Context: an optimization exercise on an open-source flow, tuned for a short achievable clock period and few clock cycles. The choices shown serve that exercise and are no tape-out recipe. In this exercise RTL edits were held to simulation tests only and were not proved equivalent to the original. Power figures rest on the tool's default switching activity, not on a simulated workload.

==> design/flow/design.v <==
module sprite_sequencer #(
    parameter int MAX_SPRITES  = 16,
    parameter int NUM_FRAMES   = 512,
    parameter int WIDTH        = 1280,
    parameter int HEIGHT       = 720,
    parameter int ANIM_DIV     = 6,
    parameter int MAX_ANIM_LEN = 8,
    localparam int IW = $clog2(MAX_SPRITES),
    localparam int FW = $clog2(NUM_FRAMES),
    localparam int XW = $clog2(WIDTH),
    localparam int YW = $clog2(HEIGHT),
    localparam int LW = $clog2(MAX_ANIM_LEN + 1)
) (
    input  logic          clk_pixel,
    input  logic          sys_rst,
    input  logic          new_frame,
    input  logic          wr_en,
    input  logic [IW-1:0] wr_index,
    input  logic          wr_active,
    input  logic [XW-1:0] wr_x,
    input  logic [YW-1:0] wr_y,
    input  logic [FW-1:0] wr_base_frame,
    input  logic [LW-1:0] wr_anim_len,
    input  logic          sprite_ready,
    output logic          sprite_valid,
    output logic [XW-1:0] sprite_x,
    output logic [YW-1:0] sprite_y,
    output logic [FW-1:0] sprite_frame_number,
    output logic [IW-1:0] sprite_index,
    output logic          busy,
    output logic          list_done,
    output logic          overrun
);
    localparam int DW = (ANIM_DIV > 1) ? $clog2(ANIM_DIV) : 1;
    typedef enum logic [1:0] {IDLE, SCAN, DRAIN} state_t;
    state_t state_reg, state_next;
    logic [IW-1:0] scan_idx_reg;
    logic [DW-1:0] div_reg;
    logic          step_reg;
    logic          overrun_reg;
    logic          list_done_reg;
    logic          done_next;
    logic          valid_reg;
    logic [XW-1:0] x_reg;
    logic [YW-1:0] y_reg;
    logic [FW-1:0] frame_reg;
    logic [IW-1:0] index_reg;
    logic          act_arr   [MAX_SPRITES];
    logic [XW-1:0] x_arr     [MAX_SPRITES];
    logic [YW-1:0] y_arr     [MAX_SPRITES];
    logic [FW-1:0] base_arr  [MAX_SPRITES];
    logic [LW-1:0] phase_arr [MAX_SPRITES];
    logic handshake, out_free, inspect, load, last_idx;
    logic cur_active;
    assign handshake  = valid_reg && sprite_ready;
    assign out_free   = !valid_reg || sprite_ready;
    assign cur_active = act_arr[scan_idx_reg];
    assign inspect    = (state_reg == SCAN) && (out_free || !cur_active);
    assign load       = inspect && cur_active;
    assign last_idx   = (scan_idx_reg == IW'(MAX_SPRITES - 1));
    genvar gi;
    generate
        for (gi = 0; gi < MAX_SPRITES; gi++) begin : g_entry
            logic          active_reg;
            logic [XW-1:0] x_e_reg;
            logic [YW-1:0] y_e_reg;
            logic [FW-1:0] base_reg;
            logic [LW-1:0] len_reg;
            logic [LW-1:0] phase_reg;
            logic          wr_hit;
            logic          adv_hit;
            logic [LW-1:0] len_eff;
            logic [LW-1:0] phase_inc;
            assign wr_hit    = wr_en && (wr_index == IW'(gi));
            assign adv_hit   = handshake && step_reg && (index_reg == IW'(gi));
            assign len_eff   = (len_reg == '0) ? LW'(1) : len_reg;
            assign phase_inc = phase_reg + LW'(1);
            always_ff @(posedge clk_pixel or posedge sys_rst) begin
                if (sys_rst) begin
                    active_reg <= 1'b0;
                    x_e_reg    <= '0;
                    y_e_reg    <= '0;
                    base_reg   <= '0;
                    len_reg    <= '0;
                    phase_reg  <= '0;
                end else if (wr_hit) begin
                    active_reg <= wr_active;
                    x_e_reg    <= wr_x;
                    y_e_reg    <= wr_y;
                    base_reg   <= wr_base_frame;
                    len_reg    <= wr_anim_len;
                    phase_reg  <= '0;
                end else if (adv_hit) begin
                    phase_reg  <= (phase_inc >= len_eff) ? '0 : phase_inc;
                end
            end
            assign act_arr[gi]   = active_reg;
            assign x_arr[gi]     = x_e_reg;
            assign y_arr[gi]     = y_e_reg;
            assign base_arr[gi]  = base_reg;
            assign phase_arr[gi] = phase_reg;
        end
    endgenerate
    always_ff @(posedge clk_pixel or posedge sys_rst) begin
        if (sys_rst) begin
            state_reg <= IDLE;
        end else begin
            state_reg <= state_next;
        end
    end
    always_comb begin
        state_next = state_reg;
        case (state_reg)
            IDLE: begin
                if (new_frame) begin
                    state_next = SCAN;
                end
            end
            SCAN: begin
                if (inspect && last_idx) begin
                    if (load || !out_free) begin
                        state_next = DRAIN;
                    end else begin
                        state_next = IDLE;
                    end
                end
            end
            DRAIN: begin
                if (out_free) begin
                    state_next = IDLE;
                end
            end
            default: state_next = IDLE;
        endcase
    end
    always_comb begin
        busy      = (state_reg != IDLE);
        done_next = (state_reg != IDLE) && (state_next == IDLE);
    end
    always_ff @(posedge clk_pixel or posedge sys_rst) begin
        if (sys_rst) begin
            scan_idx_reg  <= '0;
            div_reg       <= '0;
            step_reg      <= 1'b0;
            overrun_reg   <= 1'b0;
            list_done_reg <= 1'b0;
        end else begin
            list_done_reg <= done_next;
            if (state_reg == IDLE) begin
                if (new_frame) begin
                    scan_idx_reg <= '0;
                    if (div_reg == DW'(ANIM_DIV - 1)) begin
                        div_reg  <= '0;
                        step_reg <= 1'b1;
                    end else begin
                        div_reg  <= div_reg + DW'(1);
                        step_reg <= 1'b0;
                    end
                end
            end else begin
                if (new_frame) begin
                    overrun_reg <= 1'b1;
                end
                if (inspect && !last_idx) begin
                    scan_idx_reg <= scan_idx_reg + IW'(1);
                end
            end
        end
    end
    always_ff @(posedge clk_pixel or posedge sys_rst) begin
        if (sys_rst) begin
            valid_reg <= 1'b0;
            x_reg     <= '0;
            y_reg     <= '0;
            frame_reg <= '0;
            index_reg <= '0;
        end else if (load) begin
            valid_reg <= 1'b1;
            x_reg     <= x_arr[scan_idx_reg];
            y_reg     <= y_arr[scan_idx_reg];
            frame_reg <= base_arr[scan_idx_reg] + FW'(phase_arr[scan_idx_reg]);
            index_reg <= scan_idx_reg;
        end else if (handshake) begin
            valid_reg <= 1'b0;
        end
    end
    assign sprite_valid        = valid_reg;
    assign sprite_x            = x_reg;
    assign sprite_y            = y_reg;
    assign sprite_frame_number = frame_reg;
    assign sprite_index        = index_reg;
    assign list_done           = list_done_reg;
    assign overrun             = overrun_reg;
endmodule
==> design/flow/run.sh <==
#!/bin/bash
# synth_recipe.tcl (not shown) runs the flow's synth.tcl, then flattens the netlist and writes it again
# the make line also repeats each setting of config.mk as NAME=value (left out here)
make -C /OpenROAD-flow-scripts/flow DESIGN_CONFIG=/design/flow/config.mk WORK_HOME=/design/flow/orfs CLKGATE_MAP_FILE= SYNTH_SCRIPT=/design/flow/synth_recipe.tcl finish
==> design/flow/config.mk <==
export PLATFORM = sky130hd
export DESIGN_NAME = sprite_sequencer
export DESIGN_NICKNAME = sprite_sequencer
export VERILOG_FILES = /design/flow/design.v
export SDC_FILE = /design/flow/constraint.sdc
export NUM_CORES = 4
export LEC_CHECK = 0
export CAP_MARGIN = 20
export CORE_MARGIN = 2
export CORE_UTILIZATION = 30
export SLEW_MARGIN = 20
==> design/flow/constraint.sdc <==
create_clock -name core_clock -period 6.0 [get_ports {clk_pixel}]
set_input_delay 1.2000 -clock core_clock [delete_from_list [all_inputs] [get_ports {clk_pixel}]]
set_output_delay 1.2000 -clock core_clock [all_outputs]
set_load 0.01 [all_outputs]
==> results.cfg <==
[run_status]
outcome = finished clean

[floorplan]
die_width_um = 328
core_area_um2 = 104000
io_pins = 82
die_height_um = 328
start_util_pct = 30.3
rows = 118
die-area_um2 = 107000

[sta]
rsz0062_at_grt = false
maxSlewViolCount = 0
period_minus_slack_ns = 4.54
worst_pin_slew_ns = 1.09
hold_violations = 0
finClkSkew_ns = 0.0267
post-route-period-util_pct = 75.6
finalSetupViolations = 0
relSlewSlack_pct = 27.5
max_freq_ghz = 0.220
totalNegativeSetupSlack_ns = 0

[critical_path]
rrSetupSlack_ns = 1.46
r2r_cells = 16
critPathLaunchType = flop
cp.arrival_ns = 5.01
worstSetupPathType = reg -> reg
crit_path_end_kind = flop
crit_fanout = 36
crit_required_ns = 6.47

[routing]
wl_per_cell_um = 22.9
drt-vias-per-instance = 5.33
vias = 23100
drt_first_pass_iters = 9
initialDrtViolationCount = 2445
wl_um = 99100
drc = 0
ant_nets = 0

[cells_and_area]
final_layout_size_suffix_gt1_share_pct = 20.3
fill_cells = 10400
fin_nets = 3039
num_antenna_cells = 0
largest_reg_flops = 176
area_growth_pct = 15.3

[clock_network]
cts_buffers = 73
cts.sinks = 671
clockBufferDepth = 3
htree_levels = 3
clk_pin_slew_worst_paths_ns = 0.06
clk_latency_ns = 0.63
cts-root-buf = clkbuf_16
ctsHoldBuffers = 0
cts_resized = 0
cts_post_setup_buffers_inserted = 0
cts_tree = yes

[grt]
antenna_found_initial = 0
grt_pass1_wl_um = 151000
grt_use_total_pct = 18.4
gr-total-overflow = 0
grt_pass1_vias = 22800
grt_max_degree = 145

[synth]
netlist_instances = 2891
synth_edf_count = 0
yosysSeqAreaShare_pct = 53.4
avgSynthCellArea_um2 = 10.9
syn_area_um2 = 31400
ys_types = 70
synth_fp_nets = 3024
async_flop_share_pct = 100
yosys_warnings = 6
synth_seq_cells = 671
yosys_most_used_dff = dfrtp_1

[power]
power.density_nw_per_um2 = 436
design_power_total_mw = 15.8
ir_worst_vdd_v = 0.000314
p_leak_nw = 16.3

[hold_path]
hold_class = reg -> reg
worstHoldPathCells = 1

[placed_design]
portBuffers = 81
routabilityCongestion = 0.841
dp_hpwl_um = 60500

[flow_run]
drv_cap = 0
[logic make-up (layout without fill, tap and decap cells)]
family / Yosys count / after routing / share of synthesized area [%]
fa+ha+maj: 89 / 89 / 3.57
xor+xnor: 40 / 40 / 1.12
flops: 671 / 671 / 53.4
buf+inv: 275 / 342 / 3.66
compound gates: 534 / 534 / 12.2
mux: 394 / 394 / 14.1
simple gates: 888 / 888 / 11.9
[cells in the mapped netlist (19+ instances only)]
cell	instances	area [um2]
dfrtp_1	671	16800
nand2_1	625	2350
mux2_2	369	4160
clkbuf_1	129	484
o21ai_0	121	606
nor2_1	97	364
ha_1	88	1100
a21oi_1	76	380
a22oi_1	75	563
inv_1	74	278
a22o_1	63	552
a221oi_1	52	455
buf_2	51	255
nand2b_1	49	307
nand3_1	43	215
a21o_1	29	218
a222oi_1	29	290
nand4_1	22	138
xnor2_1	21	184
mux2i_1	20	200
xor2_1	19	166
[per-layer routing]
metal,vias up,wire (um),GRT usage [%],part of all wire [%]
met2,836,44700,28.6,45
met1,11900,45400,26.7,46
li1,10200,-,-,-
met3,160,6780,3.07,6.8
met5,-,0,0,0
met4,0,2330,4.77,2.4
[area by class of cell]
| class | count | area, um2 | share of cell area (%) |
|---|---|---|---|
| sequential | 671 | 16800 | 46.3 |
| multi-input combinational | 1945 | 13600 | 37.6 |
| clock buffer | 110 | 2210 | 6.10 |
| tap | 1380 | 1730 | 4.76 |
| timing repair buffer | 141 | 1320 | 3.65 |
| clock inverter | 17 | 288 | 0.794 |
| inverter | 74 | 282 | 0.777 |
[worst paths after layout]
kind	end	startpoint
max in group asynchronous	scan_idx_reg[3]	sys_rst
setup / recovery	frame_reg[8]	scan_idx_reg[3]
hold / removal	overrun_reg	overrun_reg
setup reg to reg	frame_reg[8]	scan_idx_reg[3]
hold reg to reg	overrun_reg	overrun_reg
min in group asynchronous	g_entry[6].len_reg[2]	sys_rst
[per-stage QoR]
step	hold WS, ns	instances	setup slack (ns)	area [um2]	util (%)
after floorplan	0.445	2891	-4.38	31400	-
after global placement	0.439	4211	1.62	33700	32.6
after detailed placement	0.444	4211	1.63	33700	32.6
after CTS	0.458	4338	1.58	36200	35.0
after global routing	0.487	4338	1.20	36200	35.0
final	0.453	4338	1.46	36200	35.0
[layout by cell type (no fill, tap or decap), types with 55 or more instances in the layout]
cell type        count
a21oi_1             76
a22o_1              63
a22oi_1             75
buf_4               55
clkbuf_16           76
clkdlybuf4s50_1     81
dfrtp_1            669
ha_1                87
inv_1               73
mux2_2             369
nand2_1            625
nor2_1              84
o21ai_0            121
[worst max-delay path, stage by stage, from the launching register on]
cell and delay, ns:
dfrtp_4 0.68, nor2b_1 0.22, buf_4 0.17, and2_1 0.52, buf_4 0.39, a22oi_1 0.24, nand3_1 0.14, a2111oi_0 0.46
a21oi_1 0.16, ha_1 0.35, a21o_1 0.14, a21o_1 0.13, o21ai_0 0.08, a21oi_1 0.27, nand4_1 0.16, xnor2_1 0.17
a21oi_1 0.08
[where the power goes]
| part | internal (mW) | switching, mW | total (mW) | leakage [nW] |
|---|---|---|---|---|
| logic | 2.00 | 2.82 | 4.82 | 6.72 |
| clock network | 2.84 | 1.90 | 4.74 | 1.22 |
| registers | 5.56 | 0.686 | 6.25 | 8.37 |
Testbench counts, summed over its fixed seeds: cycles 84,730.

==> separate check: timing with driven ports <==
The results above use ideal ports. As a check the final layout listed here was re-extracted and re-timed, cells and wires unchanged.
Step 1, drivers: a clkbuf_16 drives clk_pixel and a buf_2 each remaining input, both assumed.
Step 2 times the ports against the registers' clock, not the clock port: input delays grow and output delays shrink by t, the midpoint of the rising clock arrivals with the driver on.
Slacks: ideal / step 1 / step 2; pairs: ideal / step 1.
shift t [ns]: 0.688
setup WS [ns]: 1.464 / 1.464 / 1.464
hold slack, ns: 0.453 / 0.453 / 0.453
clock arrival spread, ns: 0.027 / 0.027
worst slew at a driven data input, ns: 0.07
After both steps setup and hold are still met in this run. For this run, drivers alone change the setup slack by 0.000 ns; drivers and shift together by 0.000 ns.
